What follows belongs to an exercise in optimizing a design on an open flow for small area; a production flow would make more cautious choices.
Function was checked by simulation only, so behaviour that the tests miss may differ from the original.
Power is estimated from default activity; no workload was simulated.

==> design/flow/design.v <==
package clk_sync_pkg;
	localparam int default_nodes = 8;
	localparam int default_mbox_base = 64;  
	localparam int msg_len = 16;  
	localparam int ptr_w = 10;
	localparam int ts_w = 16;
	localparam int cnt_w = 10;  
	localparam int flags_off = 2;
	localparam int ts_off = 4;
	localparam int ts_slots = 4;
	function automatic logic [ptr_w-1:0] mbox_addr(input int base, input int node,
			input int off);
		mbox_addr = base + node * msg_len + off;
	endfunction
	function automatic logic [ptr_w-1:0] ts_addr(input int base, input int node,
			input int slot, input bit hi);
		ts_addr = mbox_addr(base, node, ts_off + 2 * slot + (hi ? 1 : 0));
	endfunction
endpackage
`timescale 1ns/100ps
module local_period_counter #(
	parameter int CYCLE_PERIOD = 1000
) (
	input  logic                          clk_i,
	input  logic                          rst_i,
	input  logic [1:0]                    snap_i,
	output logic [clk_sync_pkg::ts_w-1:0] cycle_count_o,
	output logic [clk_sync_pkg::cnt_w-1:0] snap_tx_o,
	output logic [clk_sync_pkg::cnt_w-1:0] snap_rx_o
);
	localparam int cw = clk_sync_pkg::cnt_w;
	localparam logic [cw-1:0] last_count = CYCLE_PERIOD - 1;
	logic [cw-1:0] cnt_q;
	logic wrap;
	assign wrap = (cnt_q & last_count) == last_count;
	always_ff @(posedge clk_i) begin
		if (rst_i || wrap) begin
			cnt_q <= '0;
		end else begin
			cnt_q <= cnt_q + 1'b1;
		end
	end
	logic tx_ld, tx_hold, rx_ld, rx_hold;
	assign tx_ld = !rst_i && snap_i[0];
	assign tx_hold = !rst_i && !snap_i[0];
	assign rx_ld = !rst_i && snap_i[1];
	assign rx_hold = !rst_i && !snap_i[1];
	always_ff @(posedge clk_i) begin
		snap_tx_o <= ({cw{tx_ld}} & cnt_q) | ({cw{tx_hold}} & snap_tx_o);
		snap_rx_o <= ({cw{rx_ld}} & cnt_q) | ({cw{rx_hold}} & snap_rx_o);
	end
	assign cycle_count_o = {{(clk_sync_pkg::ts_w-cw){1'b0}}, cnt_q};
endmodule
`timescale 1ns/100ps
module mailbox_capture #(
	parameter int NODES = clk_sync_pkg::default_nodes,
	parameter int MBOX_BASE = clk_sync_pkg::default_mbox_base
) (
	input  logic                                       clk_i,
	input  logic                                       rst_i,
	input  logic                                       rx_we_i,
	input  logic [clk_sync_pkg::ptr_w-1:0]             rx_addr_i,
	input  logic [7:0]                                 rx_data_i,
	input  logic                                       pulse_i,
	output logic [clk_sync_pkg::ts_w-1:0]              rd_data_o,
	output logic [4:0]                                 ring_pos_o,
	output logic [NODES-1:0]                           rx_ok_o,
	output logic [NODES*3-1:0]                         flags_o
);
	localparam int n_slots = NODES * clk_sync_pkg::ts_slots - 2;
	logic [clk_sync_pkg::ts_w-1:0] ts_q [n_slots];
	logic wr_en;
	logic [NODES-1:0] node_sel;
	logic ts_off_ok;
	logic [clk_sync_pkg::ts_slots-1:0] slot_sel;
	logic is_hi;
	logic flag_off_ok;
	logic ts_lo_wr;
	logic ts_hi_wr;
	assign wr_en = rx_we_i && !pulse_i;  
	always_comb begin
		for (int n = 0; n < NODES; n++) begin
			node_sel[n] = wr_en && rx_addr_i[clk_sync_pkg::ptr_w-1:4] == (MBOX_BASE / 16 + n);
		end
		ts_off_ok = rx_addr_i[3:0] >= clk_sync_pkg::ts_off
			&& rx_addr_i[3:0] < clk_sync_pkg::ts_off + 2 * clk_sync_pkg::ts_slots;
		for (int k = 0; k < clk_sync_pkg::ts_slots; k++) begin
			slot_sel[k] = ts_off_ok && rx_addr_i[3:1] == (clk_sync_pkg::ts_off / 2 + k);
		end
		is_hi = rx_addr_i[0];
		flag_off_ok = rx_addr_i[3:0] == clk_sync_pkg::flags_off;
		ts_lo_wr = |node_sel && ts_off_ok && !is_hi;
		ts_hi_wr = |node_sel && ts_off_ok && is_hi;
	end
	logic [$clog2(NODES+1)-1:0] rcv_q;
	logic lo_q;
	logic at_rcv;
	assign at_rcv = |node_sel && {1'b0, rx_addr_i[7], rx_addr_i[5:4]} == rcv_q;
	always_ff @(posedge clk_i) begin
		if (rst_i || pulse_i) begin
			rcv_q <= '0;  
			lo_q <= 1'b0;
		end else if (at_rcv && ts_lo_wr) begin
			lo_q <= 1'b1;
		end else if (at_rcv && ts_hi_wr && lo_q) begin
			rcv_q <= rcv_q + 1'b1;
			lo_q <= 1'b0;
		end
	end
	always_comb begin
		for (int n = 0; n < NODES; n++) begin
			rx_ok_o[n] = rcv_q > n;
		end
	end
	logic keep;
	logic [NODES-1:0] flag_ld, flag_hold;
	assign keep = !rst_i && !pulse_i;
	always_comb begin
		for (int n = 0; n < NODES; n++) begin
			flag_ld[n] = keep && node_sel[n] && flag_off_ok;
			flag_hold[n] = keep && !(node_sel[n] && flag_off_ok);
		end
	end
	always_ff @(posedge clk_i) begin
		for (int n = 0; n < NODES; n++) begin
			flags_o[n*3 +: 3] <= ({3{flag_ld[n]}} & rx_data_i[2:0]) | ({3{flag_hold[n]}} & flags_o[n*3 +: 3]);
		end
	end
	logic [4:0] m_q;
	always_ff @(posedge clk_i) begin
		if (rst_i || m_q == 0) begin
			m_q <= n_slots - 1;
		end else begin
			m_q <= m_q - 1'b1;
		end
	end
	assign ring_pos_o = m_q;
	logic [4:0] wr_slot;
	logic wr_slot_ok;
	logic [5:0] place_sum;
	logic [4:0] wr_place;
	assign wr_slot = {rx_addr_i[7], rx_addr_i[5:4], rx_addr_i[3], rx_addr_i[1]};
	assign wr_slot_ok = |node_sel && ts_off_ok && wr_slot < n_slots;
	assign place_sum = wr_slot + m_q;
	assign wr_place = place_sum >= n_slots ? place_sum - n_slots : place_sum;
	logic [n_slots-1:0] place_sel;
	logic [n_slots-1:0] lo_ld, lo_sh, hi_ld, hi_sh;
	always_comb begin
		for (int p = 0; p < n_slots; p++) begin
			place_sel[p] = !rst_i && wr_slot_ok && wr_place == p;
			lo_ld[p] = place_sel[p] && !is_hi;
			lo_sh[p] = !rst_i && !lo_ld[p];
			hi_ld[p] = place_sel[p] && is_hi;
			hi_sh[p] = !rst_i && !hi_ld[p];
		end
	end
	always_ff @(posedge clk_i) begin
		for (int p = 0; p < n_slots; p++) begin
			ts_q[p][7:0] <= ({8{lo_ld[p]}} & rx_data_i)
				| ({8{lo_sh[p]}} & ts_q[(p+1)%n_slots][7:0]);
			ts_q[p][15:8] <= ({8{hi_ld[p]}} & rx_data_i)
				| ({8{hi_sh[p]}} & ts_q[(p+1)%n_slots][15:8]);
		end
	end
	assign rd_data_o = ts_q[0];
endmodule
`timescale 1ns/100ps
module link_calc #(
	parameter int NODES = clk_sync_pkg::default_nodes
) (
	input  logic                                            clk_i,
	input  logic                                            rst_i,
	input  logic                                            pulse_i,
	input  logic [clk_sync_pkg::cnt_w-1:0]                  snap_tx_i,
	input  logic [clk_sync_pkg::cnt_w-1:0]                  snap_rx_i,
	input  logic [4:0]                                      ring_pos_i,
	input  logic [clk_sync_pkg::ts_w-1:0]                   rd_data_i,
	output logic [NODES*clk_sync_pkg::ts_w-1:0]             comm_delays_o,
	output logic [NODES*clk_sync_pkg::ts_w-1:0]             clock_offsets_o,
	output logic                                            calc_busy_o
);
	localparam int w = clk_sync_pkg::ts_w;
	localparam int cw = clk_sync_pkg::cnt_w;
	localparam int n_slots = NODES * clk_sync_pkg::ts_slots - 2;
	logic busy_q;
	logic [w-1:0] del_q [NODES];
	logic [w-1:1] off_q [NODES];
	logic off_head_lsb_q;
	logic [w-1:0] off_head;
	logic fix_q;   
	logic rd_q;    
	logic pass_q;  
	logic start, op, first, last;
	logic [1:0] role;  
	logic r_p2, r_p3, r_t1;
	logic op_d, op_o;
	logic sub;
	logic [w-1:0] op_a, op_b, sum;
	assign start = pulse_i && !busy_q;
	assign first = ring_pos_i == n_slots - 1;
	assign last = ring_pos_i == 0;
	assign op = busy_q && !fix_q && (rd_q || first);
	assign op_d = op && !pass_q;
	assign op_o = op && pass_q;
	assign role = ~ring_pos_i[1:0];
	assign r_p2 = role == 0;
	assign r_p3 = role == 1;
	assign r_t1 = role == 3;
	assign sub = start || fix_q || (op && r_p2) || (op_d && r_t1) || (op_o && r_p3);
	assign off_head = {off_q[NODES-1], off_head_lsb_q};
	always_comb begin
		op_a = '0;
		if (start) op_a = {{(w-cw){1'b0}}, snap_rx_i};
		if (fix_q || (op_d && !r_p2)) op_a = del_q[NODES-1];
		if (op_o && !r_p2) op_a = off_head;
		op_b = rd_data_i;
		if (start) op_b = {{(w-cw){1'b0}}, snap_tx_i};
		if (fix_q) op_b = {off_head[w-2:0], 1'b0};
	end
	assign sum = op_a + (op_b ^ {w{sub}}) + sub;
	always_ff @(posedge clk_i) begin
		if (rst_i) begin
			busy_q <= 1'b0;
			fix_q <= 1'b0;
			rd_q <= 1'b0;
			pass_q <= 1'b0;
		end else if (start) begin
			busy_q <= 1'b1;
			fix_q <= 1'b1;
			rd_q <= 1'b0;
			pass_q <= 1'b0;
		end else begin
			fix_q <= 1'b0;
			if (op) begin
				rd_q <= !(last && pass_q);
				busy_q <= !(last && pass_q);
				if (last) pass_q <= 1'b1;
			end
		end
	end
	logic sh_d, sh_o, ld_d, ld_o;
	logic sel_sh_d, sel_hold_d, sel_sh_o, sel_hold_o;
	logic sel_ld_d, sel_hold_dh, sel_ld_o, sel_rx_o, sel_hold_oh;
	assign sh_d = op_d && r_p2;
	assign sh_o = op_o && r_p2;
	assign ld_d = start || op_d;
	assign ld_o = fix_q || op_o;
	assign sel_sh_d = !rst_i && sh_d;
	assign sel_hold_d = !rst_i && !sh_d;
	assign sel_sh_o = !rst_i && sh_o;
	assign sel_hold_o = !rst_i && !sh_o;
	assign sel_ld_d = !rst_i && ld_d;
	assign sel_hold_dh = !rst_i && !ld_d;
	assign sel_ld_o = !rst_i && ld_o;
	assign sel_rx_o = !rst_i && start;
	assign sel_hold_oh = !rst_i && !ld_o && !start;
	always_ff @(posedge clk_i) begin
		for (int n = 0; n < NODES - 1; n++) begin
			del_q[n] <= ({w{sel_sh_d}} & del_q[n+1]) | ({w{sel_hold_d}} & del_q[n]);
		end
		del_q[NODES-1] <= ({w{sel_ld_d}} & sum) | ({w{sel_hold_dh}} & del_q[NODES-1]);
		for (int n = 0; n < NODES - 1; n++) begin
			off_q[n] <= ({(w-1){sel_sh_o}} & off_q[n+1]) | ({(w-1){sel_hold_o}} & off_q[n]);
		end
		off_q[NODES-1] <= ({(w-1){sel_ld_o}} & sum[w-1:1])
			| ({(w-1){sel_rx_o}} & {{(w-cw){1'b0}}, snap_rx_i[cw-1:1]})
			| ({(w-1){sel_hold_oh}} & off_q[NODES-1]);
		off_head_lsb_q <= (sel_ld_o && sum[0]) || (sel_rx_o && snap_rx_i[0])
			|| (sel_hold_oh && off_head_lsb_q);
	end
	always_comb begin
		for (int n = 0; n < NODES; n++) begin
			comm_delays_o[n*w +: w] = del_q[n];
			clock_offsets_o[n*w] = del_q[n][0];
		end
		for (int n = 0; n < NODES; n++) begin
			clock_offsets_o[n*w+1 +: w-1] = off_q[n];
		end
	end
	assign calc_busy_o = busy_q;
endmodule
`timescale 1ns/100ps
module sync_report #(
	parameter int NODES = clk_sync_pkg::default_nodes
) (
	input  logic                                    clk_i,
	input  logic                                    rst_i,
	input  logic                                    pulse_i,
	input  logic [NODES-1:0]                        rx_ok_i,
	input  logic [NODES*3-1:0]                      flags_i,
	output logic [NODES-1:0]                        rx_ok_o,
	output logic [NODES-1:0]                        sync_ok_o,
	output logic [NODES-1:0]                        slave_rdy_o,
	output logic [NODES-1:0]                        scope_trig_o
);
	logic [NODES-1:0] lvl1_q;  
	logic [NODES-1:0] lvl0_q;  
	logic [NODES-1:0] scope_q;
	logic [NODES-1:0] rx_ok_d;
	assign rx_ok_d = rx_ok_i;  
	logic cap, hold;
	assign cap = !rst_i && pulse_i;
	assign hold = !rst_i && !pulse_i;
	always_ff @(posedge clk_i) begin
		for (int n = 0; n < NODES; n++) begin
			lvl1_q[n] <= (cap && rx_ok_d[n] && flags_i[n*3+0]) || (hold && lvl1_q[n]);
			lvl0_q[n] <= (cap && rx_ok_d[n] && (!flags_i[n*3+0] || flags_i[n*3+1]))
				|| (hold && lvl0_q[n]);
			scope_q[n] <= (cap && rx_ok_d[n] && flags_i[n*3+2]) || (hold && scope_q[n]);
		end
	end
	assign rx_ok_o = lvl1_q | lvl0_q;
	assign sync_ok_o = lvl1_q;
	assign slave_rdy_o = lvl1_q & lvl0_q;
	assign scope_trig_o = scope_q;
endmodule
`timescale 1ns/100ps
module master_sync_top #(
	parameter int NODES = clk_sync_pkg::default_nodes,
	parameter int MBOX_BASE = clk_sync_pkg::default_mbox_base,
	parameter int CYCLE_PERIOD = 1000
) (
	input  logic                                clk_i,
	input  logic                                rst_i,
	input  logic                                rx_we_i,
	input  logic [clk_sync_pkg::ptr_w-1:0]      rx_addr_i,
	input  logic [7:0]                          rx_data_i,
	input  logic                                pulse_i,
	input  logic [1:0]                          snap_i,
	output logic [clk_sync_pkg::ts_w-1:0]       cycle_count_o,
	output logic                                calc_busy_o,
	output logic [NODES-1:0]                    rx_ok_o,
	output logic [NODES-1:0]                    sync_ok_o,
	output logic [NODES-1:0]                    slave_rdy_o,
	output logic [NODES-1:0]                    scope_trig_o,
	output logic [NODES*clk_sync_pkg::ts_w-1:0] comm_delays_o,
	output logic [NODES*clk_sync_pkg::ts_w-1:0] clock_offsets_o
);
	logic [clk_sync_pkg::cnt_w-1:0] snap_tx;
	logic [clk_sync_pkg::cnt_w-1:0] snap_rx;
	logic [4:0] ring_pos;
	logic [clk_sync_pkg::ts_w-1:0] rd_data;
	logic [NODES-1:0] rx_ok;
	logic [NODES*3-1:0] flags;
	local_period_counter #(.CYCLE_PERIOD(CYCLE_PERIOD)) u_local_period_counter (
		.clk_i(clk_i), .rst_i(rst_i), .snap_i(snap_i),
		.cycle_count_o(cycle_count_o), .snap_tx_o(snap_tx), .snap_rx_o(snap_rx)
	);
	mailbox_capture #(.NODES(NODES), .MBOX_BASE(MBOX_BASE)) u_mailbox_capture (
		.clk_i(clk_i), .rst_i(rst_i), .rx_we_i(rx_we_i), .rx_addr_i(rx_addr_i),
		.rx_data_i(rx_data_i), .pulse_i(pulse_i),
		.rd_data_o(rd_data), .ring_pos_o(ring_pos),
		.rx_ok_o(rx_ok), .flags_o(flags)
	);
	link_calc #(.NODES(NODES)) u_link_calc (
		.clk_i(clk_i), .rst_i(rst_i), .pulse_i(pulse_i),
		.snap_tx_i(snap_tx), .snap_rx_i(snap_rx),
		.ring_pos_i(ring_pos), .rd_data_i(rd_data),
		.comm_delays_o(comm_delays_o), .clock_offsets_o(clock_offsets_o),
		.calc_busy_o(calc_busy_o)
	);
	sync_report #(.NODES(NODES)) u_sync_report (
		.clk_i(clk_i), .rst_i(rst_i), .pulse_i(pulse_i),
		.rx_ok_i(rx_ok), .flags_i(flags),
		.rx_ok_o(rx_ok_o), .sync_ok_o(sync_ok_o),
		.slave_rdy_o(slave_rdy_o), .scope_trig_o(scope_trig_o)
	);
endmodule
==> design/flow/flow/run.sh <==
#!/bin/bash
# Layout flow: the standard ORFS flow (standard.sh) with these changes:
#  - synthesis maps logic with an area-oriented ABC script (flow/abc_area.script)
#    in place of ORFS's delay-oriented one; ABC does not touch the registers,
#    so the registers are those of the standard synthesis;
#  - pass-through wires (output ports sharing a driver) and port buffers use
#    the smallest buffer cell;
#  - clock tree synthesis uses clkbuf_8 leaf clusters of up to 16 sinks within
#    100 um and inserts no dummy loads.
# make's output goes to flow_make.log; each ORFS step keeps its own log under
# orfs/logs.
set -euo pipefail
here=$PWD
rm -rf scripts_mod
cp -r "$FLOW_HOME/scripts" scripts_mod
cp flow/abc_area.script scripts_mod/abc_speed.script
bash standard.sh \
	"SCRIPTS_DIR=$here/scripts_mod" \
	"MIN_BUF_CELL_AND_PORTS=sky130_fd_sc_hd__buf_1 A X" \
	"BUFFER_PORTS_ARGS=-buffer_cell sky130_fd_sc_hd__buf_1" \
	"CTS_ARGS=-sink_clustering_enable -repair_clock_nets -dont_use_dummy_load -buf_list sky130_fd_sc_hd__clkbuf_8 -sink_clustering_size 16 -sink_clustering_max_diameter 100" \
	finish > flow_make.log 2>&1
==> design/flow/flow/abc_area.script <==
&get -n
&st
&dch
&nf -R 1000 -E 100
&put
==> design/flow/standard.sh <==
#!/bin/bash
# synth_recipe.tcl (not shown) runs the flow's synth.tcl, then flattens the netlist and writes it again
# the make line also repeats each setting of config.mk as NAME=value (left out here)
make -C /OpenROAD-flow-scripts/flow DESIGN_CONFIG=/design/flow/config.mk WORK_HOME=/design/flow/orfs CLKGATE_MAP_FILE= SYNTH_SCRIPT=/design/flow/synth_recipe.tcl "${@:-finish}"
==> design/flow/config.mk <==
export PLATFORM = sky130hd
export DESIGN_NAME = master_sync_top
export DESIGN_NICKNAME = master_sync_top
export VERILOG_FILES = /design/flow/design.v
export SDC_FILE = /design/flow/constraint.sdc
export NUM_CORES = 4
export LEC_CHECK = 0
export CAP_MARGIN = 10
export CORE_MARGIN = 2
export CORE_UTILIZATION = 60
export SLEW_MARGIN = 10
==> design/flow/constraint.sdc <==
create_clock -name core_clock -period 10.0 [get_ports {clk_i}]
set_input_delay 2.0000 -clock core_clock [delete_from_list [all_inputs] [get_ports {clk_i}]]
set_output_delay 2.0000 -clock core_clock [all_outputs]
set_load 0.01 [all_outputs]
==> out/metrics.csv, run 1 <==
metric;value;unit
h-tree-depth;2;
p_switching;1317;uW
pin_count;329;
start_kind;primary input;
yosys_most_used_dff;dfxtp_1;
drive_gt1_frac;0.04791;
synth_edf_count;0;
postSynthCellCount;2238;
insertion_delay;0.71;ns
hold_end;u_mailbox_capture.ts_q[12][0]$_DFF_P_;
dpl.hpwl;43640;um
rows;77;
cts_root_buf;clkbuf_8;
relSlewSlack;0.1763;
gr-total-overflow;0;
ys_seq_area_frac;0.6124;
required;10.60;ns
route.met3.wl;3676;um
place_area;0.02920;sq mm
num_vias;20090;
setup_slack;3.544;ns
drc_errors;0;
antenna_found_initial;1;
grt_pass1_vias;18900;
drt-initial-drc-count;1633;
r2r-end;u_link_calc.del_q[7][14]$_DFF_P_;
nets;2711;
core_area;0.04422;sq mm
leakage;0.01146;uW
dp_slack;2.906;ns
wl_per_cell;20.90;um
viasPerCell;6.193;
cts.sinks;821;
synth_area_leaders;dfxtp_1 (61%), a22o_1 (25%), nor2_1 (1.8%);
ys_ff_latch;821;
netlist.area_leader.share;0.6124;
grt.total_usage;0.2849;
ant_nets;0;
grt_pass1_wl;106700;um
fmax;0.1549;GHz
setup_tns;0;ns
layout.cells.non_filler;3244;
crit_type;primary input to register;
r2r-start;u_link_calc.fix_q$_SDFF_PP0_;
finalCritPeriodShare;0.6456;
wl_met2;31770;um
crit_arrival;7.06;ns
fin_worst_skew;0.07068;ns
clk_path_buf_depth;3;
synth.avg_cell_area;11.99;sq um
min_path_type;register to register;
finish.instance_area;0.02999;sq mm
post-cts-setup-buffer-count;0;
worst_pin_slew;1.231;ns
dpl.cell_count;3186;
setup_viol;0;
status;no timing/DRC/antenna violations;
cp-end-kind;register;
start_util;0.6069;
die_width;215.5;um
clk_pin_slew;0.09;ns
regToRegSetupSlack;4.45;ns
power_density;174.3;mW/mm^2
crit_fanout;27;
cts_buffers;57;
final_common_cell;dfxtp_1;
drt-met1-wl;30620;um
yosysWarnings;7;
slew_viol_final;0;
grt_max_degree;113;
worstHoldStart;u_mailbox_capture.ts_q[13][0]$_DFF_P_;
period_needed;6.456;ns
ctsHoldBuffers;0;
io_buffers;322;
grt_setup_unrepaired;no;
synth_area_leader_cell;dfxtp_1;
layout_common_cells;dfxtp_1 (821), a22o_1 (776), buf_1 (312);
pwr-share-comb;0.081;
die_area;0.04644;sq mm
ctsResizeCount;0;
wirelength;67810;um
switching_share;0.2520;
cts_tree;built;
hold_ws;0.3985;ns
seq_power_share;0.638;
drv_cap;0;
p_int;3909;uW
chipHeight;215.5;um
async_reset_ff_frac;0;
dr.pass1.iters;7;
hold_depth;1;
area_growth;11.74;%
routabilityCongestion;0.8998;
ir_worst_vdd;141.9;uV
synth_cell_type_count;45;
hold_violations;0;
top_layer;met4;
syn_area;0.02684;sq mm
ff2ff_path_depth;18;
clockPowerShare;0.282;
[cell type report]
type	instances	area (sq um)
well taps	592	740.7
flip-flops and latches	821	16440
fillers	3483	14230
multi-input cells	1379	10370
repair buffers	365	1546
inverters	29	108.9
clock buffers	57	784.5
diodes	1	2.502
[how the worst max path moves through the flow]
stage | startpoint | end | slack (ns) | depth (start not counted)
after floorplan | rst_i | u_link_calc.off_q[0][10]$_DFF_P_ | 2.06 | 2
after global placement | rx_addr_i[3] | u_mailbox_capture.ts_q[15][8]$_DFF_P_ | 3.17 | 16
after detailed placement | rx_addr_i[3] | u_mailbox_capture.ts_q[15][12]$_DFF_P_ | 2.91 | 16
after CTS | rx_addr_i[3] | u_mailbox_capture.ts_q[15][10]$_DFF_P_ | 3.68 | 16
after global routing | rx_addr_i[3] | u_mailbox_capture.ts_q[11][12]$_DFF_P_ | 3.28 | 16
final | pulse_i | u_mailbox_capture.ts_q[15][10]$_DFF_P_ | 3.54 | 10
[synth_stat cells (2+ instances only)]
cell,n
a41o_1,2
a22oi_1,7
nor2b_1,9
a22o_1,776
dfxtp_1,821
nand4_1,7
o21a_1,3
buf_1,14
o21bai_1,2
nand3_1,10
o31a_1,2
and2_0,12
nor2_1,130
ha_1,32
or2_0,10
o31ai_1,2
clkinv_1,29
a31oi_1,10
nor4_1,27
nand2_1,108
xor2_1,25
a21oi_1,53
mux2_1,2
or3_1,3
a21o_1,7
and3_1,6
o21ai_0,27
a211oi_1,3
a222oi_1,9
fa_1,2
nor3b_1,3
a311oi_1,2
nor3_1,41
nand2b_1,11
mux2i_1,2
xnor2_1,20
[sequential cells by signal (all words and copies together), names as in the netlist, 4 cells and up]
signal and cells:
u_mailbox_capture.ts_q 480, u_link_calc.del_q 128, u_link_calc.off_q 120, u_mailbox_capture.flags_o 24, u_local_period_counter.cnt_q 10, u_local_period_counter.snap_rx_o 10, u_local_period_counter.snap_tx_o 10, u_sync_report.lvl0_q 8
u_sync_report.lvl1_q 8, u_sync_report.scope_q 8, u_mailbox_capture.m_q 5, u_mailbox_capture.rcv_q 4
[logic make-up after synthesis]
kind of cell	share of synthesized area
compound gates	0.2840
xor+xnor	0.01469
fa+ha+maj	0.01641
buf+inv	0.006014
flops	0.6124
mux	0.001585
other cells	0.0001397
simple gates	0.06476
[power groups by stage]
stage                     Clock, uW  Sequential [uW]  Combinational [uW]
after floorplan                   0             3400                 236
after global placement            0             3410                 405
after detailed placement          0             3410                 414
after CTS                      1510             3330                 415
after global routing           1620             3340                 456
final                          1470             3330                 421
[stage by stage]
step,utilization,total power [uW]
2_1_floorplan,-,3633
3_3_place_gp,0.6602,3813
3_5_place_dp,0.6602,3823
4_1_cts,0.6780,5254
5_1_grt,0.6781,5417
6_report,0.6781,5226
[worst max-delay path: stages]
cell	delay, ns
buf_1	0.20
or4b_1	0.60
nor3b_1	0.68
o21ai_0	0.37
or3_1	0.82
nor2_1	0.22
nand3_1	0.55
nor3_1	1.02
nor2_1	0.32
a22o_1	0.27
[routing by layer]
layer  track usage  vias to the layer above
li1              -                     9495
met1        0.3916                     9821
met2        0.4649                      659
met3       0.04299                      115
met4       0.09011                        0
met5             0                        -
==> run 2, diff against run 1 <==
--- a/design/flow/flow/run.sh
+++ b/design/flow/flow/run.sh
@@ -5,7 +5,7 @@
 #    so the registers are those of the standard synthesis;
 #  - pass-through wires (output ports sharing a driver) and port buffers use
 #    the smallest buffer cell;
-#  - clock tree synthesis uses clkbuf_8 leaf clusters of up to 16 sinks within
+#  - clock tree synthesis uses clkbuf_8 leaf clusters of up to 18 sinks within
 #    100 um and inserts no dummy loads.
 # make's output goes to flow_make.log; each ORFS step keeps its own log under
 # orfs/logs.
@@ -18,5 +18,5 @@
 	"SCRIPTS_DIR=$here/scripts_mod" \
 	"MIN_BUF_CELL_AND_PORTS=sky130_fd_sc_hd__buf_1 A X" \
 	"BUFFER_PORTS_ARGS=-buffer_cell sky130_fd_sc_hd__buf_1" \
-	"CTS_ARGS=-sink_clustering_enable -repair_clock_nets -dont_use_dummy_load -buf_list sky130_fd_sc_hd__clkbuf_8 -sink_clustering_size 16 -sink_clustering_max_diameter 100" \
+	"CTS_ARGS=-sink_clustering_enable -repair_clock_nets -dont_use_dummy_load -buf_list sky130_fd_sc_hd__clkbuf_8 -sink_clustering_size 18 -sink_clustering_max_diameter 100" \
 	finish > flow_make.log 2>&1
--- a/design/flow/config.mk
+++ b/design/flow/config.mk
@@ -7,5 +7,5 @@
 export LEC_CHECK = 0
 export CAP_MARGIN = 10
 export CORE_MARGIN = 2
-export CORE_UTILIZATION = 60
+export CORE_UTILIZATION = 70
 export SLEW_MARGIN = 10
==> run 2 against run 1 <==
- core utilization increased by 11 points
- clock skew decreased by 0.039 ns
- sequential share of layout area increased by 0.36 points
- largest power group unchanged
- highest routed layer unchanged
==> out/metrics.csv, run 2 <==
metric;value;unit
status;no timing/DRC/antenna violations;
rows;71;
crit_arrival;7.07;ns
drt-initial-drc-count;1504;
setup_viol;0;
async_reset_ff_frac;0;
core_area;0.03776;sq mm
chipHeight;199.8;um
area_growth;11.00;%
yosys_most_used_dff;dfxtp_1;
synth.most_common_cell;dfxtp_1;
wirelength;66470;um
clk_pin_slew;0.10;ns
power_density;172.5;mW/mm^2
min_path_type;register to register;
cts.sinks;821;
grt.total_usage;0.3241;
routabilityCongestion;0.9223;
drive_gt1_frac;0.04468;
worst_pin_slew;1.247;ns
ir_worst_vdd;163.2;uV
regMostFlops;u_mailbox_capture.ts_q;
pin_count;329;
netlist.area_leader.share;0.6124;
fmax;0.1539;GHz
viasPerCell;6.439;
required;10.58;ns
power;5140;uW
ctsHoldBuffers;0;
synth_area_leaders;dfxtp_1 (61%), a22o_1 (25%), nor2_1 (1.8%);
ys_seq_area_frac;0.6124;
fin_worst_skew;0.03156;ns
period_needed;6.497;ns
cp-end-kind;register;
synth.avg_cell_area;11.99;sq um
drv_cap;0;
finalCritPeriodShare;0.6497;
top_regs;u_mailbox_capture.ts_q (480), u_link_calc.del_q (128), u_link_calc.off_q (120);
largest_reg_flops;480;
wl_per_cell;21.09;um
num_vias;20300;
slew_viol_final;0;
antenna-diode-count;0;
cts_root_buf;clkbuf_8;
cts_buffers;51;
start_kind;primary input;
synth_top_cells_by_count;dfxtp_1 (821), a22o_1 (776), nor2_1 (130);
nets;2701;
grt_max_degree;113;
die_area;0.03992;sq mm
dpl.hpwl;43230;um
grt_setup_unrepaired;no;
layout_common_cells;dfxtp_1 (821), a22o_1 (776), buf_1 (313);
setup_tns;0;ns
drc_errors;0;
hold_violations;0;
insertion_delay;0.68;ns
dr.pass1.iters;6;
synth_area_leader_cell;dfxtp_1;
ctsResizeCount;0;
die_width;199.8;um
final_common_cell;dfxtp_1;
post-cts-setup-buffer-count;0;
h-tree-depth;2;
synth_cell_type_count;45;
antenna_found_initial;0;
synth_edf_count;0;
relSlewSlack;0.1657;
gr-total-overflow;0;
syn_area;0.02684;sq mm
yosysWarnings;7;
crit_fanout;9;
cts_tree;built;
postSynthCellCount;2238;
ys_ff_latch;821;
clk_path_buf_depth;3;
start_util;0.7108;
ant_nets;0;
io_buffers;322;
crit_type;primary input to register;
grt_pass1_wl;102600;um
grt_pass1_vias;18840;
leakage;0.01139;uW
-- run 2: final timing paths --
path | startpoint | endpoint | slack, ns | depth (start not counted)
hold reg to reg | u_mailbox_capture.ts_q[10][3]$_DFF_P_ | u_mailbox_capture.ts_q[9][3]$_DFF_P_ | 0.41 | 1
setup reg to reg | u_mailbox_capture.m_q[0]$_SDFF_PP1_ | u_link_calc.off_q[7][14]$_DFF_P_ | 4.50 | 20
setup / recovery | rx_addr_i[3] | u_mailbox_capture.ts_q[14][4]$_DFF_P_ | 3.50 | 14
hold / removal | u_mailbox_capture.ts_q[10][3]$_DFF_P_ | u_mailbox_capture.ts_q[9][3]$_DFF_P_ | 0.41 | 1
-- run 2: cell families (layout without fill, tap and decap cells) --
family / count (synthesis) / after routing / synth area share
AO/OA/AOI/OAI: 909 / 909 / 0.2840
AND/OR/NAND/NOR: 381 / 381 / 0.06476
buffers and inverters: 43 / 441 / 0.006014
adder cells (fa/ha/maj): 34 / 34 / 0.01641
other: 1 / 6 / 0.0001397
multiplexers: 4 / 4 / 0.001585
flip-flops: 821 / 821 / 0.6124
XOR/XNOR: 45 / 45 / 0.01469
-- run 2: final cells by class --
class                   instances  area [sq um]
clock buffers                  51         701.9
fillers                      2495          7965
inverters                      29         108.9
multi-input cells            1379         10390
flip-flops and latches        821         16440
well taps                     511         639.4
repair buffers                361          1515
-- run 2: metrics by stage --
stage | cell area [sq um] | std cells | hold WS (ns) | setup slack, ns | utilization
after global placement | 29080 | 3101 | 0.4210 | 3.221 | 0.7703
after global routing | 29790 | 3152 | 0.4179 | 3.118 | 0.7890
final | 29790 | 3152 | 0.4138 | 3.503 | 0.7890
after CTS | 29780 | 3152 | 0.4156 | 3.715 | 0.7889
after floorplan | 26860 | 2243 | 0.4163 | 2.060 | -
after detailed placement | 29080 | 3101 | 0.4232 | 2.943 | 0.7703
-- run 2: critical path, stage by stage --
cell      delay (ns)
buf_1           0.23
ha_1            0.28
a21o_1          0.18
a21oi_1         0.23
xnor2_1         0.17
and3_1          0.21
and2_0          0.18
a211oi_1        0.58
xnor2_1         0.37
nand2b_1        0.43
or3_1           0.69
nor3_1          0.90
nor2_1          0.33
a22o_1          0.28
-- run 2: metal layers --
layer / wire length, um / global-route usage
met3: 4391 / 0.05477
met1: 28150 / 0.4203
met5: 0 / 0
met2: 31390 / 0.5408
met4: 2537 / 0.1350
-- run 2: power breakdown --
part	total, uW	switching, uW	internal, uW
logic	423	314	109
clock network	1390	930	460
registers	3330	36.8	3290

-- what the ideal ports hide --
In the flow no input, the clock included, has a driving cell. The finished layouts below were timed again as built, in two steps. Step 1, drivers: a clkbuf_16 drives clk_i and a buf_2 each remaining input, both assumed. Step 2 times the ports against the registers' clock, not the clock port: input delays grow and output delays shrink by t, the midpoint of the rising clock arrivals with the driver on. a / b / c = no drivers / after step 1 / after step 2; a / b = the first two.
run | shift t [ns] | slack for setup (ns) | worst hold slack (ns) | slew at the worst register clock pin (ns) | worst data-port slew with drivers (ns)
run 1 | 0.724 | 3.544 / 3.576 / 2.852 | 0.398 / 0.398 / 0.398 | 0.11 / 0.11 | 0.08
run 2 | 0.717 | 3.503 / 3.531 / 2.814 | 0.414 / 0.414 / 0.414 | 0.11 / 0.11 | 0.07
After both steps setup and hold are still met in every run listed. For run 1, which loses most, drivers alone change the setup slack by +0.032 ns; drivers and shift together by -0.692 ns.
